Background: an optimization exercise with open tools, aiming at small area. Do not read the settings as production practice.
Function was checked by simulation only, so behaviour that the tests miss may differ from the original.
Power figures rest on the tool's default switching activity, not on a simulated workload.

[design/flow/constraint.sdc]
create_clock -name core_clock -period 10.0 [get_ports {i_clk}]
set_input_delay 2.0000 -clock core_clock [delete_from_list [all_inputs] [get_ports {i_clk}]]
set_output_delay 2.0000 -clock core_clock [all_outputs]
set_load 0.01 [all_outputs]
[design/flow/run.sh]
#!/bin/bash
# synth_recipe.tcl (not shown) runs the flow's synth.tcl, then flattens the netlist and writes it again
# the make line also repeats each setting of config.mk as NAME=value (left out here)
make -C /OpenROAD-flow-scripts/flow DESIGN_CONFIG=/design/flow/config.mk WORK_HOME=/design/flow/orfs CLKGATE_MAP_FILE= SYNTH_SCRIPT=/design/flow/synth_recipe.tcl finish
[design/flow/config.mk]
export PLATFORM = sky130hd
export DESIGN_NAME = harmonic_comb_energy
export DESIGN_NICKNAME = harmonic_comb_energy
export VERILOG_FILES = /design/flow/design.v
export SDC_FILE = /design/flow/constraint.sdc
export NUM_CORES = 4
export LEC_CHECK = 0
export CAP_MARGIN = 20
export CORE_MARGIN = 2
export CORE_UTILIZATION = 40
export SLEW_MARGIN = 20
[design/flow/design.v]
package hce_pkg;
    localparam int FREQ_W            = 23;
    localparam int BINW_W            = 24;
    localparam int MAG_W             = 24;
    localparam int ENERGY_W          = 35;
    localparam int CFG_IDX_W         = 1;
    localparam int CFG_DATA_W        = 24;
    localparam int S_TDATA_W         = 24;
    localparam int M_TDATA_W         = 40;
    localparam int DEF_NUM_HARMONICS = 30;
    localparam int DEF_MAX_BINS      = 2048;
    typedef enum logic [CFG_IDX_W-1:0] {
        CFG_FUND = 1'b0,
        CFG_BINW = 1'b1
    } t_cfg_idx;
endpackage
module hce_match (
    input  logic i_unused,
    output logic o_unused
);
    assign o_unused = i_unused;
endmodule
module hce_csel #(parameter int N = 36, parameter int B = 12) (
    input  logic [N-1:0] a,
    input  logic [N-1:0] b,
    input  logic         cin,
    output logic [N-1:0] s,
    output logic         cout
);
    localparam int NB = (N + B - 1) / B;
    logic [NB:0] bc;
    assign bc[0] = cin;
    for (genvar j = 0; j < NB; j++) begin : g_blk
        localparam int LO = j * B;
        localparam int HI = (LO + B > N) ? N : LO + B;
        localparam int W  = HI - LO;
        logic [W:0]   c0, c1;
        logic [W-1:0] s0, s1;
        assign c0[0] = 1'b0;
        assign c1[0] = 1'b1;
        for (genvar i = 0; i < W; i++) begin : g_bit
            assign s0[i]   = a[LO+i] ^ b[LO+i] ^ c0[i];
            assign c0[i+1] = (a[LO+i] & b[LO+i]) | (c0[i] & (a[LO+i] ^ b[LO+i]));
            assign s1[i]   = a[LO+i] ^ b[LO+i] ^ c1[i];
            assign c1[i+1] = (a[LO+i] & b[LO+i]) | (c1[i] & (a[LO+i] ^ b[LO+i]));
        end
        if (j == 0) begin : g_first
            logic [W:0] cr;
            assign cr[0] = cin;
            for (genvar i = 0; i < W; i++) begin : g_r
                assign s[LO+i]  = a[LO+i] ^ b[LO+i] ^ cr[i];
                assign cr[i+1]  = (a[LO+i] & b[LO+i]) | (cr[i] & (a[LO+i] ^ b[LO+i]));
            end
            assign bc[1] = cr[W];
        end else begin : g_sel
            assign s[HI-1:LO] = (s1 & {W{bc[j]}}) | (s0 & {W{~bc[j]}});
            assign bc[j+1]    = (c1[W] & bc[j]) | (c0[W] & ~bc[j]);
        end
    end
    assign cout = bc[NB];
endmodule
module harmonic_comb_energy #(
    parameter int NUM_HARMONICS = hce_pkg::DEF_NUM_HARMONICS,
    parameter int MAX_BINS      = hce_pkg::DEF_MAX_BINS
) (
    input  logic                              i_clk,
    input  logic                              i_rst_n,
    input  logic                              i_s_tvalid,
    output logic                              o_s_tready,
    input  logic [hce_pkg::S_TDATA_W-1:0]     i_s_tdata,
    input  logic                              i_s_tlast,
    output logic                              o_m_tvalid,
    input  logic                              i_m_tready,
    output logic [hce_pkg::M_TDATA_W-1:0]     o_m_tdata,
    input  logic                              i_cfg_we,
    input  logic [hce_pkg::CFG_IDX_W-1:0]     i_cfg_idx,
    input  logic [hce_pkg::CFG_DATA_W-1:0]    i_cfg_data
);
    localparam int R  = 7;     
    localparam int XW = 36;    
    localparam int EW = 35;
    logic [22:0] r_f;
    logic [23:0] r_w;
    logic        r_mode;       
    logic        r_wge;        
    logic [R-1:0]       r_v, r_l, r_d, r_s;
    logic [R-1:0][23:0] r_m;
    logic [XW-1:0] r_x;
    logic [4:0]    r_h;
    logic [10:0]   r_k;
    logic [2:0]    r_ec;       
    logic [EW-1:0] r_sum;
    logic          r_ov;
    logic stall, consume;
    assign stall      = r_ov && !i_m_tready;
    assign o_s_tready = !stall;
    assign consume    = r_v[R-1] && !stall;
    logic [24:0] cm, cg;
    assign cm[0] = 1'b1;
    assign cg[0] = 1'b1;
    for (genvar i = 0; i < 24; i++) begin : g_cmp
        logic fi, f2i;
        assign fi  = (i < 23) ? r_f[i] : 1'b0;
        assign f2i = (i == 0) ? 1'b0 : r_f[i-1];
        assign cm[i+1] = (r_w[i] & ~fi)  | (cm[i] & (r_w[i] | ~fi));
        assign cg[i+1] = (r_w[i] & ~f2i) | (cg[i] & (r_w[i] | ~f2i));
    end
    always_ff @(posedge i_clk) begin
        r_mode <= !cm[24];
        r_wge  <= cg[24];
    end
    logic [XW-1:0] f2, f4, f64, w1, w2;
    assign f2  = XW'({r_f, 1'b0});
    assign f4  = XW'({r_f, 2'b0});
    assign f64 = XW'({r_f, 6'b0});
    assign w1  = XW'(r_w);
    assign w2  = XW'({r_w, 1'b0});
    logic x_neg, x_zero;
    assign x_neg  = r_x[XW-1];
    assign x_zero = (r_x == '0);
    logic         jv;
    logic [R-1:0] jsel;
    logic         jlast;
    always_comb begin
        jsel = '0; jlast = 1'b0; jv = 1'b0;
        for (int i = 0; i < R; i++) begin
            if (r_v[i] && !r_d[i]) begin
                jsel    = '0;
                jsel[i] = 1'b1;
                jlast   = r_l[i];
                jv      = 1'b1;
            end
        end
        if (r_ec != 3'd0) begin jv = 1'b0; jsel = '0; end
    end
    logic sel;
    always_comb begin
        if (r_k == '0)  sel = r_wge;
        else if (r_mode) sel = (x_neg || x_zero) && (r_h != 5'd31);
        else             sel = !x_neg;
    end
    logic [XW-1:0] pp [11];
    for (genvar i = 0; i < 11; i++) begin : g_pp
        assign pp[i] = r_k[i] ? (XW'(r_w) << i) : '0;
    end
    function automatic logic [2*XW-1:0] csa(input logic [XW-1:0] x, input logic [XW-1:0] y, input logic [XW-1:0] z);
        logic [XW-1:0] s, c;
        s = x ^ y ^ z;
        c = ((x & y) | (x & z) | (y & z)) << 1;
        csa = {c, s};
    endfunction
    logic [XW-1:0] t1s, t1c, t2s, t2c, t3s, t3c, t4s, t4c, t5s, t5c, t6s, t6c, t7s, t7c, t8s, t8c, t9s, t9c;
    assign {t1c, t1s} = csa(pp[0], pp[1], pp[2]);
    assign {t2c, t2s} = csa(pp[3], pp[4], pp[5]);
    assign {t3c, t3s} = csa(pp[6], pp[7], pp[8]);
    assign {t4c, t4s} = csa(pp[9], pp[10], t1s);
    assign {t5c, t5s} = csa(t1c, t2s, t2c);
    assign {t6c, t6s} = csa(t3s, t3c, t4s);
    assign {t7c, t7s} = csa(t4c, t5s, t5c);
    assign {t8c, t8s} = csa(t6s, t6c, t7s);
    assign {t9c, t9s} = csa(t8s, t8c, t7c);
    logic p_big;
    assign p_big = (t9s[XW-1:28] != '0) || (t9c[XW-1:28] != '0);
    logic [XW-1:0] op_a, op_b, op_c;
    logic          ci_b, ci_c;      
    logic [XW-1:0] rs, rc, row;
    always_comb begin
        rs = op_a ^ op_b ^ op_c;
        rc = ((op_a & op_b) | (op_a & op_c) | (op_b & op_c)) << 1;
        rc[0] = ci_b;
    end
    hce_csel #(.N(XW), .B(9)) u_row (.a(rs), .b(rc), .cin(ci_c), .s(row), .cout());
    logic [XW-1:0] x_next;
    logic [4:0]    h_next;
    logic [2:0]    ec_next;
    always_comb begin
        op_a = r_x; op_b = ~w2; ci_b = 1'b1; op_c = '0; ci_c = 1'b0;
        x_next = r_x; h_next = r_h; ec_next = r_ec;
        if (r_ec != 3'd0) begin
            ec_next = r_ec + 3'd1;
            if (r_ec == 3'd1) begin
                if (r_k == '0) ec_next = 3'd0;
                op_a = t9s << 1; op_b = t9c << 1; ci_b = 1'b0; op_c = ~w1; ci_c = 1'b1;
                x_next = p_big ? XW'(36'h20000000) : row;
            end else if (!r_mode) begin
                ec_next = 3'd0;
                op_a = f64; op_b = ~f4; ci_b = 1'b1; op_c = ~r_x; ci_c = 1'b1;
                x_next = row;
            end else if (r_ec != 3'd7) begin
                op_a = r_x << 1; op_b = ~f64; ci_b = 1'b1; op_c = '0; ci_c = 1'b0;
                x_next = row[XW-1] ? op_a : row;
                h_next = {r_h[3:0], !row[XW-1]};
            end else begin
                ec_next = 3'd0;
                op_a = f2; op_b = ~w2; ci_b = 1'b1; op_c = ~{{5{r_x[XW-1]}}, r_x[XW-1:5]}; ci_c = 1'b1;
                if (!x_zero) begin
                    x_next = row;
                    h_next = (r_h == 5'd31) ? 5'd31 : r_h + 5'd1;
                end else begin
                    x_next = ~w2 + 1'b1;
                    h_next = (r_h == 5'd0) ? 5'd31 : r_h;
                end
            end
        end else if (jv && !jlast) begin
            if (r_k == '0) begin
                h_next = 5'd1;
                if (r_mode) begin op_a = f2;  op_b = ~w2; ci_b = 1'b1; op_c = ~w1; ci_c = 1'b1; end
                else        begin op_a = f64; op_b = ~f4; ci_b = 1'b1; op_c = ~w1; ci_c = 1'b1; end
                x_next = row;
            end else if (r_k != 11'd2047) begin
                if (r_mode) begin
                    op_a = r_x; op_b = ~w2; ci_b = 1'b1; op_c = x_neg ? f2 : '0; ci_c = 1'b0;
                    x_next = row;
                    if (x_neg && r_h != 5'd31) h_next = r_h + 5'd1;
                end else if (!x_neg) begin
                    op_a = r_x; op_b = ~w2; ci_b = 1'b1; op_c = '0; ci_c = 1'b0;
                    x_next = row;
                end
            end
        end
    end
    always_ff @(posedge i_clk) begin
        if (!i_rst_n) begin
            r_f  <= '0;
            r_w  <= '0;
            r_ec <= 3'd0;
            r_x  <= '0;
            r_h  <= 5'd1;
        end else begin
            r_x  <= x_next;
            r_h  <= h_next;
            r_ec <= ec_next;
            if (i_cfg_we) begin
                r_ec <= 3'd1;
                if (i_cfg_idx == 1'b0) r_f <= i_cfg_data[22:0];
                else                   r_w <= i_cfg_data;
            end
        end
    end
    always_ff @(posedge i_clk) begin
        if (!i_rst_n) begin
            r_k <= '0;
        end else if (jv) begin
            if (jlast)                  r_k <= '0;
            else if (r_k != 11'd2047)   r_k <= r_k + 11'd1;
        end
    end
    logic [R-1:0] d_now, s_now;
    always_comb begin
        for (int i = 0; i < R; i++) begin
            d_now[i] = r_d[i] || jsel[i];
            s_now[i] = jsel[i] ? sel : r_s[i];
        end
    end
    always_ff @(posedge i_clk) begin
        if (!i_rst_n) begin
            r_v <= '0;
        end else if (!stall) begin
            r_v <= {r_v[R-2:0], i_s_tvalid};
        end
    end
    always_ff @(posedge i_clk) begin
        if (!stall) begin
            r_m <= {r_m[R-2:0], i_s_tdata};
            r_l <= {r_l[R-2:0], i_s_tlast};
            r_d <= {d_now[R-2:0], 1'b0};
            r_s <= {s_now[R-2:0], 1'b0};
        end else begin
            r_d <= d_now;
            r_s <= s_now;
        end
    end
    logic [EW-1:0] base;
    logic [23:0]   addend;
    logic [23:0]   lo_sum;
    logic          lo_cy;
    logic [10:0]   hi_inc;
    logic [EW-1:0] n_sum;
    assign base   = r_ov ? '0 : r_sum;
    assign addend = s_now[R-1] ? r_m[R-1] : 24'd0;
    hce_csel #(.N(24), .B(12)) u_acc (.a(base[23:0]), .b(addend), .cin(1'b0), .s(lo_sum), .cout(lo_cy));
    assign hi_inc = base[34:24] + 11'd1;
    always_comb begin
        if (!lo_cy)                  n_sum = {base[34:24], lo_sum};
        else if (base[34:24] == '1)  n_sum = '1;
        else                         n_sum = {hi_inc, lo_sum};
    end
    always_ff @(posedge i_clk) begin
        if (!i_rst_n) begin
            r_sum <= '0;
            r_ov  <= 1'b0;
        end else if (consume) begin
            r_sum <= n_sum;
            r_ov  <= r_l[R-1];
        end else if (r_ov && i_m_tready) begin
            r_sum <= '0;
            r_ov  <= 1'b0;
        end
    end
    assign o_m_tvalid = r_ov;
    assign o_m_tdata  = {5'd0, r_sum};
endmodule
==> impl_metrics.yaml, run 1 <==
placement:
  gp_congestion: 0.917
  dpl.cell_count: 4094
  placed_area_um2: 31400
  place_hpwl_mm: 66.4
  port_buffers: 91
global_routing:
  grt_pass1_wl_mm: 141
  grt_pass1_vias: 23600
  grt_util_all_layers: 0.243
  grt_max_degree: 113
  grt_overflow: 0
  antenna_found_initial: 0
cells_and_area:
  diodes: 0
  fin_cells: 4165
  fillers: 6805
  final_core_util: 0.459
  drive_above_1_share: 0.0970
  fin_area_um2: 32800
  area_delta_synth_final_pct: 13.4
  fin_nets: 3620
logic_synthesis:
  synth_top_area_cell: "fa_1"
  synthArstFlopShare: 0
  ys_seq_area_frac: 0.293
  synth_cells: 3144
  yosysWarnings: 2
  post-synth-top-count-cell: "fa_1"
  ys_seq_elements: 336
  synth_edf_count: 175
  ys_types: 92
  synth_top_area_frac: 0.222
  netlist_area_um2: 28900
  yosys-top-cells-count: "fa_1 (320), inv_1 (316), nand2_1 (303)"
  synthTopCellsByArea: "fa_1 (22%), edfxtp_1 (18%), dfxtp_1 (11%), and2_1 (4.3%), inv_1 (4.1%)"
  ys.flop_type: "edfxtp_1"
  avgSynthCellArea_um2: 9.20
setup_path:
  crit_buf_inv: 4
  cp-start-kind: "flip-flop"
  critPathCaptureType: "flip-flop"
  timing.rr.end: "r_x[30]"
  r2r-start: "r_k[0]"
  ff2ff_path_depth: 28
  slowest_delay_ns: 0.58
  cp_slowest_cell: "fa_1"
  cp.arrival_ns: 10.05
  critPathMaxFanout: 10
  crit_top_cell: "fa_1"
  path_delay_family: "adder cells"
  setup.worst_path.class: "reg -> reg"
  cp.required_ns: 10.48
  r2r_setup_slack_ns: 0.42
route:
  wl_per_cell_um: 21.6
  dr.pass1.iters: 6
  drtAntennaViolNets: 0
  drt-initial-drc-count: 2565
  wl_mm: 90.1
  vias_per_cell: 5.74
  drc_errors: 0
  vias: 23900
cts:
  clockBufferDepth: 3
  cts_tree: "built"
  hold_buffers: 0
  path_clk_slew_ns: 0.07
  cts_root_buf: "clkbuf_16"
  clkSinkCount: 336
  clock_latency_ns: 0.59
  numCtsBuffers: 38
  htree_num_levels: 2
pwr:
  power_density_nw_per_um2: 216
  max-vdd-ir-drop_mv: 0.162
  p_leak_nw: 12.6
floorplan:
  fp.dieH_um: 273
  die_area_um2: 74500
  die_x_um: 273
  rows: 98
  ioPinCount: 97
  core-area_um2: 71500
  start_util: 0.405
timing:
  fmax_ghz: 0.104
  finalClockSkew_ns: 0.0356
  finalHoldViolations: 0
  fin_tns_setup_ns: 0
  min_period_ns: 9.58
  fin_crit_sh: 0.958
  slew_violations: 0
  setup_violations: 0
  worstMarginPinSlew_ns: 1.09
  maxSlewHeadroom: 0.267
hold_path:
  min_to: "r_m[155]"
  hold_start: "r_m[131]"
  worstHoldPathType: "reg -> reg"
  worstHoldPathCells: 0
run_status:
  status: "no timing/DRC/antenna violations"
run:
  max_cap_viol_count: 0
==> where the power goes <==
part | switching, mW | total (mW) | internal [mW]
sequential | 0.164 | 1.73 | 1.57
combinational | 2.28 | 3.88 | 1.60
clock | 0.623 | 1.48 | 0.860
==> per-layer routing <==
metal	wire length, um	vias to the layer above	GRT usage	share of wire
met5	0	-	0	0
met4	3350	0	0.0928	0.037
met3	7330	213	0.0401	0.081
met2	40100	1033	0.376	0.45
met1	39300	11800	0.341	0.44
li1	-	10800	-	-
==> layout by cell type (no fill, tap or decap), types with 18 or more instances in the layout <==
cell type          n
fa_1             312
xnor2_1           28
nand3_1           27
o211ai_1          33
ha_1              59
nor2_1           242
edfxtp_1         175
o22ai_1           43
maj3_1            18
clkbuf_16         38
a31oi_1           20
nor4_1            18
a22oi_1           24
inv_1            315
o221ai_1          36
a221oi_1          40
a211oi_1          30
nor3_1            31
mux2i_1           77
o21ai_0          116
nand2_1          302
clkdlybuf4s50_1   91
buf_4            157
nor2b_1           31
nand2b_1          45
a21oi_1          211
dfxtp_1          151
and2_1           199
==> registers in the layout (all words and copies together) (netlist names), 3 cells and up <==
register  flops
r_s           7
r_h           5
r_d           7
r_x          36
r_v           7
r_ec          3
r_w          24
r_sum        35
r_l           7
r_k          11
r_f          23
r_m         168
==> cell families after synthesis <==
family                     Yosys count  share of synthesized area
and+or+nand+nor                    987                      0.167
adders and majority gates          398                      0.254
xor gates and xnor gates            37                     0.0112
muxes                               83                     0.0290
DFF                                336                      0.293
buffers and inverters              587                     0.0791
other                                1                   0.000130
AOI/OAI and AO/OA                  715                      0.167
==> worst max-delay path by stage <==
stage            from  cells past startpoint  slack [ns]      end
2_1_floorplan  r_k[1]                     34        0.10  r_x[31]
3_3_place_gp   r_k[4]                     32        0.22  r_x[30]
3_5_place_dp   r_k[4]                     32        0.13  r_x[30]
4_1_cts        r_k[4]                     32        0.09  r_x[30]
5_1_grt        r_k[1]                     29       -0.02  r_x[30]
6_report       r_k[0]                     28        0.42  r_x[30]
==> what timing repair did <==
action | in CTS | in global routing
buffers inserted | 0 | 1
gates resized for setup | 0 | 35
endpoints found under the setup margin | 0 | 41
==> metrics by stage <==
stage / hold slack [ns] / power, mW / worst slack (ns)
floorplan: 0.400 / 4.39 / 0.105
global placement: 0.401 / 5.46 / 0.218
detailed placement: 0.405 / 5.50 / 0.130
CTS: 0.413 / 7.01 / 0.0919
global route: 0.418 / 7.57 / -0.0168
finish: 0.405 / 7.09 / 0.424
==> cell type report <==
type                            instances  area (um2)  share of cell area
Clock buffer                           45         997              0.0304
Clock inverter                         25         332              0.0101
Inverter                              328        1250              0.0380
Multi-Input combinational cell       2225       18300               0.558
Sequential cell                       336        8500               0.259
Tap cell                              950        1190              0.0362
Timing Repair Buffer                  256        2230              0.0679
==> run 2: changes to the inputs <==
--- a/design/flow/design.v
+++ b/design/flow/design.v
@@ -79,3 +79,3 @@
     localparam int R  = 7;     
-    localparam int XW = 36;    
+    localparam int XW = 32;    
     localparam int EW = 35;
@@ -91,2 +91,3 @@
     logic [2:0]    r_ec;       
+    logic          r_ovf;      
     logic [EW-1:0] r_sum;
@@ -141,6 +142,2 @@
     end
-    logic [XW-1:0] pp [11];
-    for (genvar i = 0; i < 11; i++) begin : g_pp
-        assign pp[i] = r_k[i] ? (XW'(r_w) << i) : '0;
-    end
     function automatic logic [2*XW-1:0] csa(input logic [XW-1:0] x, input logic [XW-1:0] y, input logic [XW-1:0] z);
@@ -151,14 +148,37 @@
     endfunction
-    logic [XW-1:0] t1s, t1c, t2s, t2c, t3s, t3c, t4s, t4c, t5s, t5c, t6s, t6c, t7s, t7c, t8s, t8c, t9s, t9c;
-    assign {t1c, t1s} = csa(pp[0], pp[1], pp[2]);
-    assign {t2c, t2s} = csa(pp[3], pp[4], pp[5]);
-    assign {t3c, t3s} = csa(pp[6], pp[7], pp[8]);
-    assign {t4c, t4s} = csa(pp[9], pp[10], t1s);
-    assign {t5c, t5s} = csa(t1c, t2s, t2c);
-    assign {t6c, t6s} = csa(t3s, t3c, t4s);
-    assign {t7c, t7s} = csa(t4c, t5s, t5c);
-    assign {t8c, t8s} = csa(t6s, t6c, t7s);
-    assign {t9c, t9s} = csa(t8s, t8c, t7c);
+    logic [12:0]   kx;           
+    logic [5:0]    bneg, bone, btwo;
+    logic [XW-1:0] bp [6];
+    logic [XW-1:0] bk;           
+    assign kx = {1'b0, r_k, 1'b0};
+    for (genvar i = 0; i < 6; i++) begin : g_booth
+        logic b2, b1, b0;
+        logic [24:0] m;
+        assign b2 = kx[2*i+2];
+        assign b1 = kx[2*i+1];
+        assign b0 = kx[2*i];
+        assign bneg[i] = b2 & ~(b1 & b0);
+        assign bone[i] = b1 ^ b0;
+        assign btwo[i] = b2 ? (~b1 & ~b0) : (b1 & b0);
+        assign m = ({25{bone[i]}} & {1'b0, r_w}) | ({25{btwo[i]}} & {r_w, 1'b0});
+        if (i == 0) begin : g_r0
+            assign bp[i] = XW'({~bneg[i], m ^ {25{bneg[i]}}});
+        end else begin : g_ri
+            assign bp[i] = XW'({~bneg[i], m ^ {25{bneg[i]}}, 1'b0, bneg[i-1]}) << (2*i - 2);
+        end
+    end
+    assign bk = XW'({11'd683, 25'd0}) | (XW'(bneg[5]) << 10);    
+    logic [XW-1:0] t1s, t1c, t2s, t2c, t3s, t3c, t4s, t4c, t5s, t5c;
+    assign {t1c, t1s} = csa(bp[0], bp[1], bp[2]);
+    assign {t2c, t2s} = csa(bp[3], bp[4], bp[5]);
+    assign {t3c, t3s} = csa(bk, t1s, t1c);
+    assign {t4c, t4s} = csa(t2s, t2c, t3s);
+    assign {t5c, t5s} = csa(t4s, t4c, t3c);
+    logic [XW-1:0] t9s, t9c;
+    assign t9s = t5s;
+    assign t9c = t5c;
     logic p_big;
-    assign p_big = (t9s[XW-1:28] != '0) || (t9c[XW-1:28] != '0);
+    assign p_big = (r_k[5]  & r_w[23])          | (r_k[6]  & (|r_w[23:22])) |
+                   (r_k[7]  & (|r_w[23:21]))    | (r_k[8]  & (|r_w[23:20])) |
+                   (r_k[9]  & (|r_w[23:19]))    | (r_k[10] & (|r_w[23:18]));
     logic [XW-1:0] op_a, op_b, op_c;
@@ -171,3 +191,3 @@
     end
-    hce_csel #(.N(XW), .B(9)) u_row (.a(rs), .b(rc), .cin(ci_c), .s(row), .cout());
+    hce_csel #(.N(XW), .B(8)) u_row (.a(rs), .b(rc), .cin(ci_c), .s(row), .cout());
     logic [XW-1:0] x_next;
@@ -175,5 +195,6 @@
     logic [2:0]    ec_next;
+    logic          ovf_next;
     always_comb begin
         op_a = r_x; op_b = ~w2; ci_b = 1'b1; op_c = '0; ci_c = 1'b0;
-        x_next = r_x; h_next = r_h; ec_next = r_ec;
+        x_next = r_x; h_next = r_h; ec_next = r_ec; ovf_next = r_ovf;
         if (r_ec != 3'd0) begin
@@ -182,4 +203,5 @@
                 if (r_k == '0) ec_next = 3'd0;
+                ovf_next = 1'b0;
                 op_a = t9s << 1; op_b = t9c << 1; ci_b = 1'b0; op_c = ~w1; ci_c = 1'b1;
-                x_next = p_big ? XW'(36'h20000000) : row;
+                x_next = p_big ? XW'(36'h20000000) : {2'b00, row[XW-3:0]};
             end else if (!r_mode) begin
@@ -192,2 +214,3 @@
                 h_next = {r_h[3:0], !row[XW-1]};
+                ovf_next = r_ovf | r_x[XW-2];
             end else begin
@@ -195,3 +218,5 @@
                 op_a = f2; op_b = ~w2; ci_b = 1'b1; op_c = ~{{5{r_x[XW-1]}}, r_x[XW-1:5]}; ci_c = 1'b1;
-                if (!x_zero) begin
+                if (r_ovf) begin
+                    h_next = 5'd31;
+                end else if (!x_zero) begin
                     x_next = row;
@@ -228,2 +253,3 @@
             r_h  <= 5'd1;
+            r_ovf <= 1'b0;
         end else begin
@@ -231,2 +257,3 @@
             r_h  <= h_next;
+            r_ovf <= ovf_next;
             r_ec <= ec_next;
==> run 2 against run 1 <==
Effect of this change: critical path depth up 6; die area down 7.3%; non-clock buffer count down 42; combinational power down 5.9%; via count down 3.8%; clock power down 3%; routed wire length down 0.62%; still clean; utilization down 0.12 points.
==> impl_metrics.yaml, run 2 <==
timing:
  min_period_ns: 9.68
  fin_tns_setup_ns: 0
  fin_hold_ws_ns: 0.392
  setup_violations: 0
  fmax_ghz: 0.103
  slew_violations: 0
  maxSlewHeadroom: 0.270
  finalClockSkew_ns: 0.0367
  finalHoldViolations: 0
  worstMarginPinSlew_ns: 1.08
  fin_crit_sh: 0.968
  rsz0062_at_grt: "false"
global_routing:
  grt_overflow: 0
  antenna_found_initial: 0
  grt_pass1_vias: 22500
  grt_max_degree: 141
  grt_util_all_layers: 0.253
  grt_pass1_wl_mm: 137
placement:
  placed_area_um2: 28700
  port_buffers: 91
  dpl.cell_count: 3752
  place_hpwl_mm: 64.1
  gp_congestion: 0.939
pwr:
  power_density_nw_per_um2: 225
  p_leak_nw: 11.2
  max-vdd-ir-drop_mv: 0.221
cts:
  clkSinkCount: 333
  cts_tree: "built"
  hold_buffers: 0
  clock_latency_ns: 0.59
  htree_num_levels: 2
  clockBufferDepth: 3
  cts_root_buf: "clkbuf_16"
  path_clk_slew_ns: 0.07
  numCtsBuffers: 38
setup_path:
  cp.arrival_ns: 10.16
  critPathMaxFanout: 20
  r2r_setup_slack_ns: 0.32
  timing.rr.end: "r_x[15]"
  crit_buf_inv: 9
  cp_slowest_cell: "ha_1"
  setup.worst_path.class: "reg -> reg"
  ff2ff_path_depth: 34
  path_delay_family: "adder cells"
  cp.required_ns: 10.48
  cp-start-kind: "flip-flop"
  crit_top_cell: "fa_1"
  r2r-start: "r_k[7]"
  slowest_delay_ns: 0.65
  critPathCaptureType: "flip-flop"
route:
  drc_errors: 0
  drt-initial-drc-count: 2697
  wl_per_cell_um: 23.4
  drtAntennaViolNets: 0
  dr.pass1.iters: 8
  vias: 23000
  wl_mm: 89.5
  vias_per_cell: 6.01
cells_and_area:
  regMostFlops: "r_m"
  largest_reg_flops: 168
  drive_above_1_share: 0.0868
  fin_nets: 3256
  fin_area_um2: 30200
  fin_cells: 3825
  layout_commonest_cell: "nand2_1"
  reg_top3: "r_m (168), r_sum (35), r_x (32)"
  mostFrequentLayoutCells: "nand2_1 (289), inv_1 (250), fa_1 (195)"
  diodes: 0
  area_delta_synth_final_pct: 12.8
logic_synthesis:
  ys_types: 80
  netlist_area_um2: 26800
  ys_seq_area_frac: 0.314
  synthArstFlopShare: 0
  synth_cells: 2942
  synth_top_area_frac: 0.196
  avgSynthCellArea_um2: 9.10
  synth_top_area_cell: "edfxtp_1"
  synthTopCellsByArea: "edfxtp_1 (20%), fa_1 (15%), dfxtp_1 (12%), xnor2_1 (4.7%), nand2_1 (4.1%)"
  yosysWarnings: 2
  ys.flop_type: "edfxtp_1"
  synth_edf_count: 175
  ys_seq_elements: 333
  post-synth-top-count-cell: "nand2_1"
  yosys-top-cells-count: "nand2_1 (289), inv_1 (252), clkbuf_1 (220)"
floorplan:
  die_area_um2: 69000
  fp.dieH_um: 263
  ioPinCount: 97
  start_util: 0.406
  rows: 94
  die_x_um: 263
  core-area_um2: 66000
hold_path:
  hold_start: "r_m[92]"
  min_to: "r_m[116]"
  worstHoldPathCells: 0
  worstHoldPathType: "reg -> reg"
run:
  max_cap_viol_count: 0
run_status:
  status: "no timing/DRC/antenna violations"
[run 2: cell types whose count changed in the layout (fill, tap and decap cells not counted), sizes merged, moves of 24 or more]
cell	before	now
a22oi	24	126
inv	322	255
a21oi	214	183
nand3	27	51
nor2	247	152
xnor2	28	145
buf	165	122
fa	320	199
a221oi	41	15
and2	201	15
a21boi	1	74
mux2i	77	103
[run 2: cell type report]
| cell class | instances | area (um2) |
|---|---|---|
| Clock buffer | 46 | 1000 |
| Sequential cell | 333 | 8430 |
| Clock inverter | 22 | 274 |
| Multi-Input combinational cell | 2091 | 16500 |
| Timing Repair Buffer | 214 | 1930 |
| Fill cell | 6227 | 35800 |
| Inverter | 255 | 965 |
| Tap cell | 864 | 1080 |
[run 2: per-stage QoR]
stage / setup slack [ns] / util / power, mW
2_1_floorplan: 0.0683 / - / 4.24
3_3_place_gp: 0.245 / 0.436 / 5.00
3_5_place_dp: 0.153 / 0.436 / 5.10
4_1_cts: 0.133 / 0.455 / 6.57
5_1_grt: 0.00875 / 0.458 / 7.22
6_report: 0.318 / 0.458 / 6.79
[run 2: worst reg2reg max path, delay by kind of cell, from the launching register on]
kind	cells	cell delay [ns]
adders and majority gates	12	5.50
and+or+nand+nor	4	0.86
xor gates and xnor gates	2	0.34
buffers and inverters	9	1.21
AOI/OAI and AO/OA	7	1.15
DFF	1	0.52
[run 2: logic make-up (layout without fill, tap and decap cells)]
kind of cell | after synthesis | count (layout) | synth area share
muxes | 121 | 121 | 0.0462
xor gates and xnor gates | 160 | 160 | 0.0529
AOI/OAI and AO/OA | 813 | 813 | 0.202
buffers and inverters | 522 | 537 | 0.0751
and+or+nand+nor | 709 | 709 | 0.122
DFF | 333 | 333 | 0.314
adders and majority gates | 283 | 283 | 0.187
other | 1 | 5 | 0.000140
[run 2: worst max-delay path by stage]
stage	start	to	cells after the start
6_report	r_k[7]	r_x[15]	34
3_5_place_dp	r_k[3]	r_x[1]	36
4_1_cts	r_k[3]	r_x[1]	36
5_1_grt	r_k[7]	r_x[15]	34
2_1_floorplan	r_k[1]	r_x[11]	39
3_3_place_gp	r_k[3]	r_x[6]	36
[run 2: per-layer routing]
metal  GRT usage  wire length (um)
met1       0.342             37200
met5           0                 0
met3      0.0438              8240
met4      0.0960              3380
met2       0.406             40600
[run 2: report_power, final]
| group | internal [mW] | switching [mW] | total [mW] | leakage [nW] |
|---|---|---|---|---|
| sequential | 1.54 | 0.150 | 1.69 | 3.15 |
| clock | 0.831 | 0.612 | 1.44 | 0.612 |
| combinational | 1.58 | 2.08 | 3.65 | 7.42 |
[run 2: repair_timing]
action                                 4_1_cts  5_1_grt
endpoints found under the hold margin        0        0
setup endpoints to repair                    0       63
buffers inserted                             0        3
resized for setup                            0       26
==> run 3: changes to the inputs <==
--- a/design/flow/design.v
+++ b/design/flow/design.v
@@ -92,2 +92,3 @@
     logic          r_ovf;      
+    logic          r_z;        
     logic [EW-1:0] r_sum;
@@ -142,4 +143,5 @@
     end
-    function automatic logic [2*XW-1:0] csa(input logic [XW-1:0] x, input logic [XW-1:0] y, input logic [XW-1:0] z);
-        logic [XW-1:0] s, c;
+    localparam int TW = 29;
+    function automatic logic [2*TW-1:0] csa(input logic [TW-1:0] x, input logic [TW-1:0] y, input logic [TW-1:0] z);
+        logic [TW-1:0] s, c;
         s = x ^ y ^ z;
@@ -150,4 +152,4 @@
     logic [5:0]    bneg, bone, btwo;
-    logic [XW-1:0] bp [6];
-    logic [XW-1:0] bk;           
+    logic [TW-1:0] bp [6];
+    logic [TW-1:0] bk;           
     assign kx = {1'b0, r_k, 1'b0};
@@ -164,9 +166,9 @@
         if (i == 0) begin : g_r0
-            assign bp[i] = XW'({~bneg[i], m ^ {25{bneg[i]}}});
+            assign bp[i] = TW'({~bneg[i], m ^ {25{bneg[i]}}});
         end else begin : g_ri
-            assign bp[i] = XW'({~bneg[i], m ^ {25{bneg[i]}}, 1'b0, bneg[i-1]}) << (2*i - 2);
+            assign bp[i] = TW'(XW'({~bneg[i], m ^ {25{bneg[i]}}, 1'b0, bneg[i-1]}) << (2*i - 2));
         end
     end
-    assign bk = XW'({11'd683, 25'd0}) | (XW'(bneg[5]) << 10);    
-    logic [XW-1:0] t1s, t1c, t2s, t2c, t3s, t3c, t4s, t4c, t5s, t5c;
+    assign bk = TW'({11'd683, 25'd0}) | (TW'(bneg[5]) << 10);    
+    logic [TW-1:0] t1s, t1c, t2s, t2c, t3s, t3c, t4s, t4c, t5s, t5c;
     assign {t1c, t1s} = csa(bp[0], bp[1], bp[2]);
@@ -177,4 +179,4 @@
     logic [XW-1:0] t9s, t9c;
-    assign t9s = t5s;
-    assign t9c = t5c;
+    assign t9s = XW'(t5s);
+    assign t9c = XW'(t5c);
     logic p_big;
@@ -195,6 +197,6 @@
     logic [2:0]    ec_next;
-    logic          ovf_next;
+    logic          ovf_next, z_next;
     always_comb begin
         op_a = r_x; op_b = ~w2; ci_b = 1'b1; op_c = '0; ci_c = 1'b0;
-        x_next = r_x; h_next = r_h; ec_next = r_ec; ovf_next = r_ovf;
+        x_next = r_x; h_next = r_h; ec_next = r_ec; ovf_next = r_ovf; z_next = r_z;
         if (r_ec != 3'd0) begin
@@ -204,2 +206,3 @@
                 ovf_next = 1'b0;
+                z_next   = 1'b0;
                 op_a = t9s << 1; op_b = t9c << 1; ci_b = 1'b0; op_c = ~w1; ci_c = 1'b1;
@@ -211,12 +214,15 @@
             end else if (r_ec != 3'd7) begin
-                op_a = r_x << 1; op_b = ~f64; ci_b = 1'b1; op_c = '0; ci_c = 1'b0;
-                x_next = row[XW-1] ? op_a : row;
+                op_a = r_x << 1; op_c = '0; ci_c = 1'b0;
+                if (x_neg) begin op_b = f64;  ci_b = 1'b0; end
+                else       begin op_b = ~f64; ci_b = 1'b1; end
+                x_next = row;
                 h_next = {r_h[3:0], !row[XW-1]};
-                ovf_next = r_ovf | r_x[XW-2];
+                ovf_next = r_ovf | (r_x[XW-1] != r_x[XW-2]);
+                z_next   = r_z | (row == '0);
             end else begin
                 ec_next = 3'd0;
-                op_a = f2; op_b = ~w2; ci_b = 1'b1; op_c = ~{{5{r_x[XW-1]}}, r_x[XW-1:5]}; ci_c = 1'b1;
+                op_a = x_neg ? '0 : f2; op_b = ~w2; ci_b = 1'b1; op_c = ~{{5{r_x[XW-1]}}, r_x[XW-1:5]}; ci_c = 1'b1;
                 if (r_ovf) begin
                     h_next = 5'd31;
-                end else if (!x_zero) begin
+                end else if (!x_zero && !r_z) begin
                     x_next = row;
@@ -254,2 +260,3 @@
             r_ovf <= 1'b0;
+            r_z   <= 1'b0;
         end else begin
@@ -258,2 +265,3 @@
             r_ovf <= ovf_next;
+            r_z   <= z_next;
             r_ec <= ec_next;
==> run 3 against run 2 <==
Effect of this change: sequential power is essentially flat; worst hold slack lost 0.00054 ns; final cell count shrank 0.81%; utilization shrank 0.59 points; global-route usage grew 0.75 points; non-clock buffer count shrank 33; sequential share of layout area grew 0.61 points; combinational power shrank 19%; clock skew shrank 0.0024 ns; flip-flop and latch count grew 1; critical path type unchanged.
==> impl_metrics.yaml, run 3 <==
timing:
  finalClockSkew_ns: 0.0344
  finalHoldViolations: 0
  rsz0062_at_grt: "false"
  fin_tns_setup_ns: 0
  setup_ws_ns: 0.444
  fmax_ghz: 0.105
  slew_violations: 0
  maxSlewHeadroom: 0.248
  fin_crit_sh: 0.956
  worstMarginPinSlew_ns: 1.12
  min_period_ns: 9.56
  setup_violations: 0
setup_path:
  critPathMaxFanout: 12
  crit_top_cell: "fa_1"
  critPathCaptureType: "flip-flop"
  cp.required_ns: 10.46
  cp-start-kind: "flip-flop"
  path_delay_family: "adder cells"
  crit_buf_inv: 5
  cp_slowest_cell: "and4b_1"
  cp.arrival_ns: 10.02
  setup.worst_path.class: "reg -> reg"
  slowest_delay_ns: 0.67
cells_and_area:
  fin_nets: 3259
  reg_top3: "r_m (168), r_sum (35), r_x (32)"
  mostFrequentLayoutCells: "nand2_1 (325), inv_1 (219), o21ai_0 (201)"
  regMostFlops: "r_m"
  area_delta_synth_final_pct: 12.2
  fillers: 6264
  drive_above_1_share: 0.0734
  largest_reg_flops: 168
  layout_commonest_cell: "nand2_1"
route:
  drt-initial-drc-count: 2687
  route.met2.wl_mm: 39.5
  wl_met1_mm: 38.2
  vias: 22500
  wl_per_cell_um: 23.5
  dr_wl_met3_mm: 8.23
  dr.pass1.iters: 8
  wl_mm: 89.2
  drc_errors: 0
  top_layer: "met5"
  vias_per_cell: 5.94
  drtAntennaViolNets: 0
cts:
  clkSinkCount: 334
  cts_tree: "built"
  htree_num_levels: 2
  clock_latency_ns: 0.59
  hold_buffers: 0
  numCtsBuffers: 41
  cts_setup_buffers: 0
  path_clk_slew_ns: 0.06
  clockBufferDepth: 3
  cts_root_buf: "clkbuf_16"
global_routing:
  antenna_found_initial: 3
  grt_pass1_wl_mm: 136
  grt_pass1_vias: 22300
  grt_max_degree: 129
  grt_overflow: 0
  grt_util_all_layers: 0.261
logic_synthesis:
  netlist_area_um2: 26400
  synth_edf_count: 175
  ys_types: 84
  synth_top_area_frac: 0.199
  avgSynthCellArea_um2: 9.06
  synth_top_area_cell: "edfxtp_1"
  yosys-top-cells-count: "nand2_1 (326), inv_1 (220), o21ai_0 (201)"
  ys_seq_area_frac: 0.320
  ys_seq_elements: 334
  ys.flop_type: "edfxtp_1"
  yosysWarnings: 2
  post-synth-top-count-cell: "nand2_1"
  synthTopCellsByArea: "edfxtp_1 (20%), fa_1 (15%), dfxtp_1 (12%), ha_1 (5.5%), nand2_1 (4.6%)"
  synth_cells: 2910
  synthArstFlopShare: 0
floorplan:
  core-area_um2: 65500
  fp.dieH_um: 261
  start_util: 0.403
  die_x_um: 261
  rows: 94
  ioPinCount: 97
  die_area_um2: 68000
pwr:
  p_leak_nw: 10.9
  max-vdd-ir-drop_mv: 0.147
  power_density_nw_per_um2: 209
  finalPower_mw: 6.18
placement:
  port_buffers: 91
  gp_congestion: 0.970
  place_hpwl_mm: 63.6
  pre_cts_slack_ns: 0.473
run_status:
  status: "no timing/DRC/antenna violations"
run:
  max_cap_viol_count: 0
hold_path:
  worstHoldPathType: "reg -> reg"
[run 3: changes by cell type after synthesis, sizes merged, moves of 28 or more]
cell / delta
o21ai: +59
ha: +46
o22ai: -34
nand2: +37
mux2i: -50
inv: -28
a21boi: -73
nor2: +45
[run 3: final timing paths]
check	from	to	slack [ns]	cells past startpoint
worst min-delay path	r_m[96]	r_m[120]	0.39	0
worst max-delay path	r_k[10]	r_sum[31]	0.44	27
worst min register to register	r_m[96]	r_m[120]	0.39	0
worst max register to register	r_k[10]	r_sum[31]	0.44	27
[run 3: kinds of logic (layout without fill, tap and decap cells)]
family | count (synthesis) | after routing | share of synthesized area
AO/OA/AOI/OAI | 781 | 781 | 0.189
AND/OR/NAND/NOR | 770 | 770 | 0.134
buffers and inverters | 467 | 482 | 0.0680
flip-flops | 334 | 334 | 0.320
adder cells (fa/ha/maj) | 323 | 323 | 0.207
XOR/XNOR | 165 | 165 | 0.0548
multiplexers | 69 | 69 | 0.0269
other | 1 | 6 | 0.000142
[run 3: metal layers]
metal | track usage | up-vias
met5 | 0 | -
met4 | 0.0921 | 2
met3 | 0.0533 | 214
met2 | 0.399 | 1125
met1 | 0.365 | 11100
li1 | - | 10100
[run 3: area by class of cell]
type,instances,area (um2),share of cell area
inverters,225,853,0.0288
repair buffers,181,1600,0.0540
multi-input cells,2113,16200,0.548
well taps,864,1080,0.0365
flip-flops and latches,334,8440,0.285
diodes,1,2.50,0.0000846
clock inverters,28,299,0.0101
clock buffers,48,1080,0.0366
[run 3: per-stage QoR]
step                hold WS [ns]  std cells  instance area, um2   util
finish                     0.391       3794               29600  0.452
global route               0.389       3794               29600  0.452
CTS                        0.382       3793               29600  0.451
detailed placement         0.405       3717               28200  0.430
global placement           0.400       3717               28200  0.430
floorplan                  0.400       2914               26400      -
[run 3: where the power goes]
| part | internal, mW | switching (mW) | total (mW) | leakage (nW) |
|---|---|---|---|---|
| Clock | 0.871 | 0.657 | 1.53 | 0.651 |
| Combinational | 1.22 | 1.72 | 2.94 | 7.14 |
| Sequential | 1.56 | 0.156 | 1.71 | 3.15 |
| Total | 3.64 | 2.54 | 6.18 | 10.9 |
[run 3: what timing repair did]
item                       CTS  global route
hold endpoints to repair     0             0
setup endpoints to repair    0             1
resized for setup            0             2
==> run 4: changes to the inputs <==
--- a/design/flow/design.v
+++ b/design/flow/design.v
@@ -78,3 +78,3 @@
 );
-    localparam int R  = 7;     
+    localparam int R  = 4;     
     localparam int XW = 32;    
@@ -193,3 +193,9 @@
     end
-    hce_csel #(.N(XW), .B(8)) u_row (.a(rs), .b(rc), .cin(ci_c), .s(row), .cout());
+    hce_csel #(.N(XW), .B(6)) u_row (.a(rs), .b(rc), .cin(ci_c), .s(row), .cout());
+    logic [XW-1:0] drow, d_b;
+    logic          y_neg, y_zero;
+    assign d_b = x_neg ? f64 : ~f64;
+    hce_csel #(.N(XW), .B(6)) u_drow (.a(r_x << 1), .b(d_b), .cin(!x_neg), .s(drow), .cout());
+    assign y_neg  = drow[XW-1];
+    assign y_zero = (drow == '0);
     logic [XW-1:0] x_next;
@@ -213,21 +219,21 @@
                 x_next = row;
-            end else if (r_ec != 3'd7) begin
-                op_a = r_x << 1; op_c = '0; ci_c = 1'b0;
-                if (x_neg) begin op_b = f64;  ci_b = 1'b0; end
+            end else if (r_ec != 3'd4) begin
+                op_a = drow << 1; op_c = '0; ci_c = 1'b0;
+                if (y_neg) begin op_b = f64;  ci_b = 1'b0; end
                 else       begin op_b = ~f64; ci_b = 1'b1; end
                 x_next = row;
-                h_next = {r_h[3:0], !row[XW-1]};
-                ovf_next = r_ovf | (r_x[XW-1] != r_x[XW-2]);
-                z_next   = r_z | (row == '0);
+                h_next = {r_h[2:0], !y_neg, !row[XW-1]};
+                ovf_next = r_ovf | (r_x[XW-1] != r_x[XW-2]) | (drow[XW-1] != drow[XW-2]);
+                z_next   = r_z | y_zero | ((r_ec == 3'd3) && x_zero);
             end else begin
                 ec_next = 3'd0;
-                op_a = x_neg ? '0 : f2; op_b = ~w2; ci_b = 1'b1; op_c = ~{{5{r_x[XW-1]}}, r_x[XW-1:5]}; ci_c = 1'b1;
-                if (r_ovf) begin
+                op_a = y_neg ? '0 : f2; op_b = ~w2; ci_b = 1'b1; op_c = ~{{5{drow[XW-1]}}, drow[XW-1:5]}; ci_c = 1'b1;
+                if (r_ovf || (r_x[XW-1] != r_x[XW-2])) begin
                     h_next = 5'd31;
-                end else if (!x_zero && !r_z) begin
+                end else if (!y_zero && !r_z && !x_zero) begin
                     x_next = row;
-                    h_next = (r_h == 5'd31) ? 5'd31 : r_h + 5'd1;
+                    h_next = ({r_h[3:0], !y_neg} == 5'd31) ? 5'd31 : {r_h[3:0], !y_neg} + 5'd1;
                 end else begin
                     x_next = ~w2 + 1'b1;
-                    h_next = (r_h == 5'd0) ? 5'd31 : r_h;
+                    h_next = ({r_h[3:0], !y_neg} == 5'd0) ? 5'd31 : {r_h[3:0], !y_neg};
                 end
==> run 4 against run 3 <==
Effect of this change: worst setup slack gained 0.0040 ns; flip-flop and latch count down 84; register-to-register slack is essentially flat; critical endpoint is now r_x[31]; largest power group unchanged.
==> impl_metrics.yaml, run 4 <==
floorplan:
  start_util: 0.405
  core-area_um2: 63000
  fp.dieH_um: 256
  die_area_um2: 65700
  die_x_um: 256
  ioPinCount: 97
  rows: 92
logic_synthesis:
  netlist_area_um2: 25500
  ys_seq_area_frac: 0.236
  synthArstFlopShare: 0
  synthTopCellsByArea: "fa_1 (18%), dfxtp_1 (12%), edfxtp_1 (12%), xnor2_1 (5.9%), ha_1 (5.3%)"
  synth_edf_count: 100
  post-synth-top-count-cell: "nand2_1"
  ys_types: 88
  synth_cells: 2969
  yosysWarnings: 2
  yosys-top-cells-count: "nand2_1 (323), inv_1 (321), fa_1 (235)"
  ys.flop_type: "dfxtp_1"
  synth_top_area_frac: 0.185
  ys_seq_elements: 250
  synth_top_area_cell: "fa_1"
  avgSynthCellArea_um2: 8.58
cts:
  cts_tree: "built"
  hold_buffers: 0
  clockBufferDepth: 3
  clkSinkCount: 250
  clock_latency_ns: 0.62
  htree_num_levels: 1
  path_clk_slew_ns: 0.06
  cts_setup_buffers: 0
  numCtsBuffers: 31
  cts_root_buf: "clkbuf_16"
setup_path:
  cp_slowest_cell: "fa_1"
  slowest_delay_ns: 0.49
  path_delay_family: "adder cells"
  cp-start-kind: "flip-flop"
  cp.required_ns: 10.53
  cp.arrival_ns: 10.08
  setup.worst_path.class: "reg -> reg"
  crit_top_cell: "fa_1"
  crit_buf_inv: 5
  critPathCaptureType: "flip-flop"
  critPathMaxFanout: 17
timing:
  setup_violations: 0
  finalHoldViolations: 0
  setup_ws_ns: 0.448
  fmax_ghz: 0.105
  fin_hold_ws_ns: 0.416
  slew_violations: 0
  worstMarginPinSlew_ns: 1.11
  finalClockSkew_ns: 0.0169
  fin_crit_sh: 0.955
  maxSlewHeadroom: 0.254
  min_period_ns: 9.55
cells_and_area:
  diodes: 0
  fin_nets: 3385
  largest_reg_flops: 96
  layout_commonest_cell: "nand2_1"
  regMostFlops: "r_m"
  mostFrequentLayoutCells: "nand2_1 (321), inv_1 (320), fa_1 (227)"
  area_delta_synth_final_pct: 12.6
  reg_top3: "r_m (96), r_sum (35), r_x (32)"
  fin_area_um2: 28700
  drive_above_1_share: 0.0803
route:
  vias_per_cell: 6.08
  drtAntennaViolNets: 0
  dr.pass1.iters: 6
  drt-initial-drc-count: 2776
  vias: 23500
  drc_errors: 0
  wl_mm: 100
  wl_per_cell_um: 25.9
global_routing:
  grt_pass1_wl_mm: 150
  grt_pass1_vias: 23300
  grt_max_degree: 86
  grt_overflow: 0
  antenna_found_initial: 2
  grt_util_all_layers: 0.298
run:
  max_cap_viol_count: 0
placement:
  place_hpwl_mm: 74.5
  pre_cts_slack_ns: -0.0197
  placed_area_um2: 27600
  gp_congestion: 1.03
  port_buffers: 91
run_status:
  status: "no timing/DRC/antenna violations"
pwr:
  max-vdd-ir-drop_mv: 0.402
  power_density_nw_per_um2: 286
  finalPower_mw: 8.19
  p_leak_nw: 11.0
hold_path:
  worstHoldPathType: "reg -> reg"
[run 4: cell count changes after synthesis, sizes merged, moves of 28 or more]
cell    delta
inv       +98
xnor2     +34
fa        +42
nor2b     +28
a21boi    +74
nor2      -71
o21ai     -28
edfxtp    -75
[run 4: through the flow]
stage	util	std cells	TNS, ns
4_1_cts	0.453	3857	0
3_3_place_gp	0.438	3799	0
5_1_grt	0.455	3858	-0.0293
2_1_floorplan	-	2973	0
6_report	0.455	3858	0
3_5_place_dp	0.438	3799	-0.0263
[run 4: cell type report]
cell class | instances | area [um2]
clock buffers | 34 | 787
clock inverters | 24 | 214
fillers | 6140 | 34300
inverters | 326 | 1230
multi-input cells | 2160 | 17500
flip-flops and latches | 250 | 6010
well taps | 846 | 1060
repair buffers | 218 | 1910
[run 4: report_power, final]
group	internal, mW	switching [mW]	total (mW)
Combinational	2.30	3.46	5.76
Clock	0.627	0.502	1.13
Sequential	1.15	0.147	1.30
[run 4: logic make-up (layout without fill, tap and decap cells)]
family | after synthesis | in the layout | share of synthesized area
flops | 250 | 250 | 0.236
buf+inv | 563 | 602 | 0.0844
mux | 54 | 54 | 0.0216
compound gates | 807 | 807 | 0.211
simple gates | 746 | 746 | 0.138
other cells | 1 | 5 | 0.000147
xor+xnor | 187 | 187 | 0.0643
fa+ha+maj | 361 | 361 | 0.245
[run 4: worst paths after layout]
check,to,cells after the start,from,slack (ns)
worst max-delay path,r_x[31],36,r_x[31],0.45
worst min-delay path,r_m[40],0,r_m[16],0.42
worst max register to register,r_x[31],36,r_x[31],0.45
worst min register to register,r_m[40],0,r_m[16],0.42
[run 4: what timing repair did]
| item | in CTS | in global routing |
|---|---|---|
| pin swaps | 0 | 3 |
| cloned | 0 | 1 |
| endpoints found under the setup margin | 2 | 28 |
| hold endpoints to repair | 0 | 0 |
| gates resized for setup | 1 | 29 |
[run 4: worst register-to-register path: cells and delay by family, from the launching register on]
| family | cells | cell delay [ns] |
|---|---|---|
| compound gates | 9 | 1.91 |
| fa+ha+maj | 14 | 5.43 |
| flops | 1 | 0.38 |
| xor+xnor | 1 | 0.15 |
| buf+inv | 5 | 0.61 |
| simple gates | 7 | 0.98 |
[run 4: metal layers]
metal	share of wire	routed length, um	track usage
met1	0.41	41200	0.404
met2	0.43	43100	0.450
met4	0.045	4470	0.113
met3	0.11	11300	0.0856
met5	0	0	0
==> run 5: changes to the inputs <==
--- a/design/flow/config.mk
+++ b/design/flow/config.mk
@@ -7,2 +7,3 @@
 export LEC_CHECK = 0
+export ABC_AREA = 1
 export CAP_MARGIN = 20
==> run 5 against run 4 <==
Effect of this change: largest cell class unchanged; non-clock buffer count fell by 7; critical path depth rose by 9; cell area fell by 2.3%.
==> impl_metrics.yaml, run 5 <==
cts:
  clkSinkCount: 250
  path_clk_slew_ns: 0.07
  htree_num_levels: 1
  numCtsBuffers: 29
  cts_tree: "built"
  clock_latency_ns: 0.62
  clockBufferDepth: 3
  cts_root_buf: "clkbuf_16"
  hold_buffers: 0
pwr:
  seq_power_share: 0.169
  power_density_nw_per_um2: 278
  p_comb_frac: 0.691
  internal-power_mw: 3.74
  p_clk_frac: 0.140
  max-vdd-ir-drop_mv: 0.217
  finalPower_mw: 7.78
  p_switching_mw: 4.04
  p_sw_frac: 0.519
  p_leak_nw: 11.7
timing:
  fin_tns_setup_ns: 0
  worstMarginPinSlew_ns: 1.08
  maxSlewHeadroom: 0.278
  fmax_ghz: 0.105
  slew_violations: 0
  finalHoldViolations: 0
  setup_ws_ns: 0.484
  min_period_ns: 9.52
  finalClockSkew_ns: 0.0554
  setup_violations: 0
  fin_hold_ws_ns: 0.378
  fin_crit_sh: 0.952
global_routing:
  grt_pass1_wl_mm: 142
  grt_overflow: 0
  grt_pass1_vias: 22600
  grt_max_degree: 64
  grt_util_all_layers: 0.292
  antenna_found_initial: 2
cells_and_area:
  fin_nets: 3604
  regMostFlops: "r_m"
  fillers: 6198
  largest_reg_flops: 96
  layout_commonest_cell: "nand2_1"
  fin_area_um2: 28000
  diodes: 0
  reg_top3: "r_m (96), r_sum (35), r_x (32)"
  area_delta_synth_final_pct: 12.5
  drive_above_1_share: 0.0734
  mostFrequentLayoutCells: "nand2_1 (478), inv_1 (476), o21ai_0 (287)"
floorplan:
  start_util: 0.404
  ioPinCount: 97
  die_x_um: 253
  fp.dieH_um: 253
  die_area_um2: 64200
  core-area_um2: 61600
  rows: 91
setup_path:
  cp-start-kind: "flip-flop"
  setup.worst_path.class: "reg -> reg"
  critPathCaptureType: "flip-flop"
  cp.required_ns: 10.46
  critPathMaxFanout: 20
  cp_slowest_cell: "fa_1"
  slowest_delay_ns: 0.51
  cp.arrival_ns: 9.98
route:
  dr.pass1.iters: 6
  drc_errors: 0
  vias_per_cell: 5.82
  wl_per_cell_um: 23.3
  drtAntennaViolNets: 0
  wl_mm: 94.7
  vias: 23700
  drt-initial-drc-count: 3062
logic_synthesis:
  ys.flop_type: "dfxtp_1"
  ys_seq_area_frac: 0.241
  synth_top_area_frac: 0.189
  synth_cells: 3153
  synthArstFlopShare: 0
  ys_seq_elements: 250
  synthTopCellsByArea: "fa_1 (19%), dfxtp_1 (12%), edfxtp_1 (12%), inv_1 (7.2%), nand2_1 (7.2%)"
  netlist_area_um2: 24900
  yosysWarnings: 2
  ys_types: 67
  yosys-top-cells-count: "inv_1 (479), nand2_1 (479), o21ai_0 (292)"
  avgSynthCellArea_um2: 7.90
  synth_edf_count: 100
  synth_top_area_cell: "fa_1"
placement:
  placed_area_um2: 26900
  port_buffers: 91
  gp_congestion: 1.01
  pre_cts_slack_ns: 0.133
  place_hpwl_mm: 69.4
hold_path:
  worstHoldPathType: "reg -> reg"
run:
  max_cap_viol_count: 0
run_status:
  status: "no timing/DRC/antenna violations"
[run 5: per-layer routing]
metal  wire, um  up-vias  GRT usage
li1           -    10600          -
met1      39400    11500      0.410
met2      40400     1394      0.437
met3      11000      234     0.0707
met4       3790        2      0.104
met5          9        -          0
[run 5: worst max-delay path: cells and delay by family, from the launching register on]
| kind | cells | cell delay [ns] |
|---|---|---|
| fa+ha+maj | 13 | 5.50 |
| simple gates | 17 | 1.48 |
| compound gates | 8 | 1.00 |
| buf+inv | 6 | 0.76 |
| flops | 1 | 0.36 |
| xor+xnor | 1 | 0.24 |
[run 5: layout make-up]
class / count / area [um2] / share of cell area
clock inverters: 19 / 189 / 0.00675
flip-flops and latches: 250 / 6010 / 0.214
multi-input cells: 2198 / 16200 / 0.580
clock buffers: 35 / 748 / 0.0267
repair buffers: 211 / 1820 / 0.0651
well taps: 837 / 1050 / 0.0374
inverters: 516 / 1950 / 0.0695
[run 5: worst paths after layout]
check | startpoint | endpoint | slack [ns] | depth (start not counted)
max reg2reg | r_x[31] | r_h[0] | 0.48 | 45
min | r_m[70] | r_m[94] | 0.38 | 0
max | r_x[31] | r_h[0] | 0.48 | 45
min reg2reg | r_m[70] | r_m[94] | 0.38 | 0
[run 5: what timing repair did]
| item | in CTS | in global routing |
|---|---|---|
| buffers inserted | 0 | 11 |
| resized for setup | 0 | 18 |
| setup endpoints to repair | 0 | 31 |
[run 5: power by group through the flow]
stage	Sequential [mW]	Combinational [mW]	Clock (mW)
5_1_grt	1.32	5.89	1.14
6_report	1.32	5.38	1.09
2_1_floorplan	1.28	3.53	0
3_3_place_gp	1.33	4.98	0
4_1_cts	1.30	4.99	1.11
3_5_place_dp	1.32	4.97	0
[run 5: logic make-up after synthesis]
| kind of cell | Yosys count | synth area share |
|---|---|---|
| AOI/OAI and AO/OA | 864 | 0.204 |
| xor gates and xnor gates | 166 | 0.0584 |
| adders and majority gates | 343 | 0.243 |
| buffers and inverters | 709 | 0.111 |
| DFF | 250 | 0.241 |
| muxes | 21 | 0.00849 |
| other | 1 | 0.000151 |
| and+or+nand+nor | 799 | 0.134 |
[run 5: metrics by stage]
stage	util	std cells
final	0.455	4066
after floorplan	-	3157
after CTS	0.452	4055
after global routing	0.455	4066
after global placement	0.437	4001
after detailed placement	0.437	4001
==> run 6: changes to the inputs <==
--- a/design/flow/config.mk
+++ b/design/flow/config.mk
@@ -11,2 +11,3 @@
 export CORE_UTILIZATION = 40
+export CTS_BUF_LIST = sky130_fd_sc_hd__clkbuf_4 sky130_fd_sc_hd__clkbuf_8
 export SLEW_MARGIN = 20
==> run 6 against run 5 <==
Effect of this change: first-iteration DRC count down 3.2%; sequential share of layout area decreased by 0.054 points; critical path depth is 1 higher; sequential power barely moved; clock power is essentially flat; maximum frequency is 0.21% lower; register-to-register slack worse by 0.02 ns; combinational power is essentially flat; synthesized area did not move; critical endpoint is now r_x[29]; largest power group unchanged.
==> impl_metrics.yaml, run 6 <==
run_status:
  status: "no timing/DRC/antenna violations"
timing:
  fmax_ghz: 0.105
  setup_violations: 0
  fin_tns_setup_ns: 0
  maxSlewHeadroom: 0.248
  fin_crit_sh: 0.954
  min_period_ns: 9.54
  setup_ws_ns: 0.464
  worstMarginPinSlew_ns: 1.12
  slew_violations: 0
  finalClockSkew_ns: 0.0849
  finalHoldViolations: 0
global_routing:
  antenna_found_initial: 3
  grt_pass1_wl_mm: 143
  grt_pass1_vias: 22700
  grt_util_all_layers: 0.294
  grt_overflow: 0
  grt_max_degree: 64
logic_synthesis:
  synthArstFlopShare: 0
  synthTopCellsByArea: "fa_1 (19%), dfxtp_1 (12%), edfxtp_1 (12%), inv_1 (7.2%), nand2_1 (7.2%)"
  yosysWarnings: 2
  yosys.area_share.simple: 0.134
  ys_seq_area_frac: 0.241
  ys.flop_type: "dfxtp_1"
  synth_top_area_frac: 0.189
  synth_top_area_cell: "fa_1"
  avgSynthCellArea_um2: 7.90
  ys_seq_elements: 250
  synth_cells: 3153
  ys_types: 67
  yosys-top-cells-count: "inv_1 (479), nand2_1 (479), o21ai_0 (292)"
  synthMuxAreaShare: 0.00849
  synth_edf_count: 100
  synth_compound_area_frac: 0.204
  netlist_area_um2: 24900
  synth_xor_area_frac: 0.0584
  synthAdderAreaFrac: 0.243
  synth_top_family_by_area: "adder cells"
route:
  drc_errors: 0
  dr.pass1.iters: 6
  drt-initial-drc-count: 2965
  vias_per_cell: 5.77
  vias: 23600
  wl_per_cell_um: 23.1
  wl_mm: 94.8
  drtAntennaViolNets: 0
cells_and_area:
  fin_area_um2: 28100
  layout_commonest_cell: "nand2_1"
  final_core_util: 0.456
  area_delta_synth_final_pct: 12.8
  drive_above_1_share: 0.0832
  fin_nets: 3619
  largest_reg_flops: 96
  regMostFlops: "r_m"
  mostFrequentLayoutCells: "nand2_1 (478), inv_1 (476), o21ai_0 (287)"
  reg_top3: "r_m (96), r_sum (35), r_x (32)"
floorplan:
  core-area_um2: 61600
  start_util: 0.404
  ioPinCount: 97
  fp.dieH_um: 253
  die_x_um: 253
  die_area_um2: 64200
  rows: 91
setup_path:
  cp.required_ns: 10.50
  cp.arrival_ns: 10.03
  ff2ff_path_depth: 46
  cp-start-kind: "flip-flop"
  critPathMaxFanout: 20
  r2r-start: "r_x[31]"
  critPathCaptureType: "flip-flop"
  crit_top_cell: "fa_1"
  startpoint: "r_x[31]"
  setup.worst_path.class: "reg -> reg"
  cp_slowest_cell: "fa_1"
  slowest_delay_ns: 0.51
pwr:
  p_sw_frac: 0.520
  max-vdd-ir-drop_mv: 0.261
  internal-power_mw: 3.74
  seq_power_share: 0.169
  power_density_nw_per_um2: 278
  p_comb_frac: 0.689
  p_leak_nw: 11.8
  p_clk_frac: 0.142
  p_switching_mw: 4.06
placement:
  gp_congestion: 1.01
  port_buffers: 91
  placed_area_um2: 26900
  pre_cts_slack_ns: 0.133
  place_hpwl_mm: 69.4
cts:
  htree_num_levels: 2
  clockBufferDepth: 3
  hold_buffers: 0
  clock_latency_ns: 0.68
  path_clk_slew_ns: 0.06
  cts_tree: "built"
  cts_root_buf: "clkbuf_8"
  numCtsBuffers: 46
  clkSinkCount: 250
hold_path:
  worstHoldPathType: "reg -> reg"
  hold_start: "r_m[70]"
  worstHoldPathCells: 0
run:
  max_cap_viol_count: 0
-- run 6: cells by family (layout without fill, tap and decap cells) --
kind of cell | Yosys count | in the layout
buffers and inverters | 709 | 810
and+or+nand+nor | 799 | 799
other | 1 | 7
AOI/OAI and AO/OA | 864 | 864
xor gates and xnor gates | 166 | 166
adders and majority gates | 343 | 343
DFF | 250 | 250
muxes | 21 | 21
-- run 6: power groups by stage --
stage / sequential, mW / combinational [mW] / clock, mW
after floorplan: 1.28 / 3.53 / 0
after global placement: 1.33 / 4.98 / 0
after detailed placement: 1.32 / 4.97 / 0
after CTS: 1.31 / 4.99 / 1.14
after global routing: 1.32 / 5.89 / 1.17
final: 1.32 / 5.38 / 1.11
-- run 6: worst paths after layout --
path,endpoint,slack [ns]
setup reg to reg,r_x[29],0.46
hold reg to reg,r_m[94],0.41
setup / recovery,r_x[29],0.46
hold / removal,r_m[94],0.41
-- run 6: worst max-delay path: cells and delay by family, from the launching register on --
| family | cells | cell delay (ns) |
|---|---|---|
| buf+inv | 9 | 1.12 |
| compound gates | 9 | 1.04 |
| fa+ha+maj | 13 | 5.51 |
| simple gates | 15 | 1.32 |
| flops | 1 | 0.36 |
-- run 6: layout make-up --
cell class	instances	area (um2)
multi-input combinational	2198	16200
inverter	516	1950
timing repair buffer	209	1810
antenna	2	5.00
fill	6204	33500
clock inverter	28	258
tap	837	1050
sequential	250	6010
clock buffer	57	759
-- run 6: timing repair --
item                       4_1_cts  5_1_grt
resized for setup                0       18
setup endpoints to repair        0       31
buffers inserted                 0        9
-- run 6: per-stage QoR --
stage,power [mW],hold WS (ns),cells
finish,7.80,0.415,4097
global route,8.38,0.422,4096
CTS,7.43,0.417,4086
detailed placement,6.29,0.405,4001
global placement,6.30,0.401,4001
floorplan,4.82,0.400,3157
-- run 6: metal layers --
layer  track usage  share of wire  vias up
met5             0        0.00030        -
met4         0.105          0.038        4
met3        0.0790           0.11      226
met2         0.440           0.43     1338
met1         0.407           0.42    11400
li1              -              -    10600

separate check: timing with driven ports:
In the flow no input, the clock included, has a driving cell. The finished layouts below were timed again as built, in two steps.
Step 1: set_driving_cell puts a clkbuf_16 on i_clk and a buf_2 on each other input, an assumption about the parent block.
Step 2, shift: input delay + t, output delay - t, t = (earliest + latest rising clock arrival at the registers) / 2. This alone moves slack from input paths to output paths.
a / b / c = no drivers / after step 1 / after step 2; a / b = the first two.
run | shift t [ns] | setup WS [ns] | clock arrival spread, ns | worst data-port slew with drivers (ns)
run 1 | 0.635 | 0.424 / 0.424 / 0.424 | 0.036 / 0.036 | 0.06
run 2 | 0.633 | 0.318 / 0.318 / 0.318 | 0.037 / 0.037 | 0.05
run 3 | 0.642 | 0.444 / 0.444 / 0.444 | 0.034 / 0.034 | 0.08
run 4 | 0.669 | 0.448 / 0.448 / 0.448 | 0.017 / 0.017 | 0.06
run 5 | 0.654 | 0.484 / 0.484 / 0.484 | 0.056 / 0.056 | 0.06
run 6 | 0.685 | 0.464 / 0.464 / 0.464 | 0.088 / 0.088 | 0.06
After both steps setup and hold are still met in every run listed.
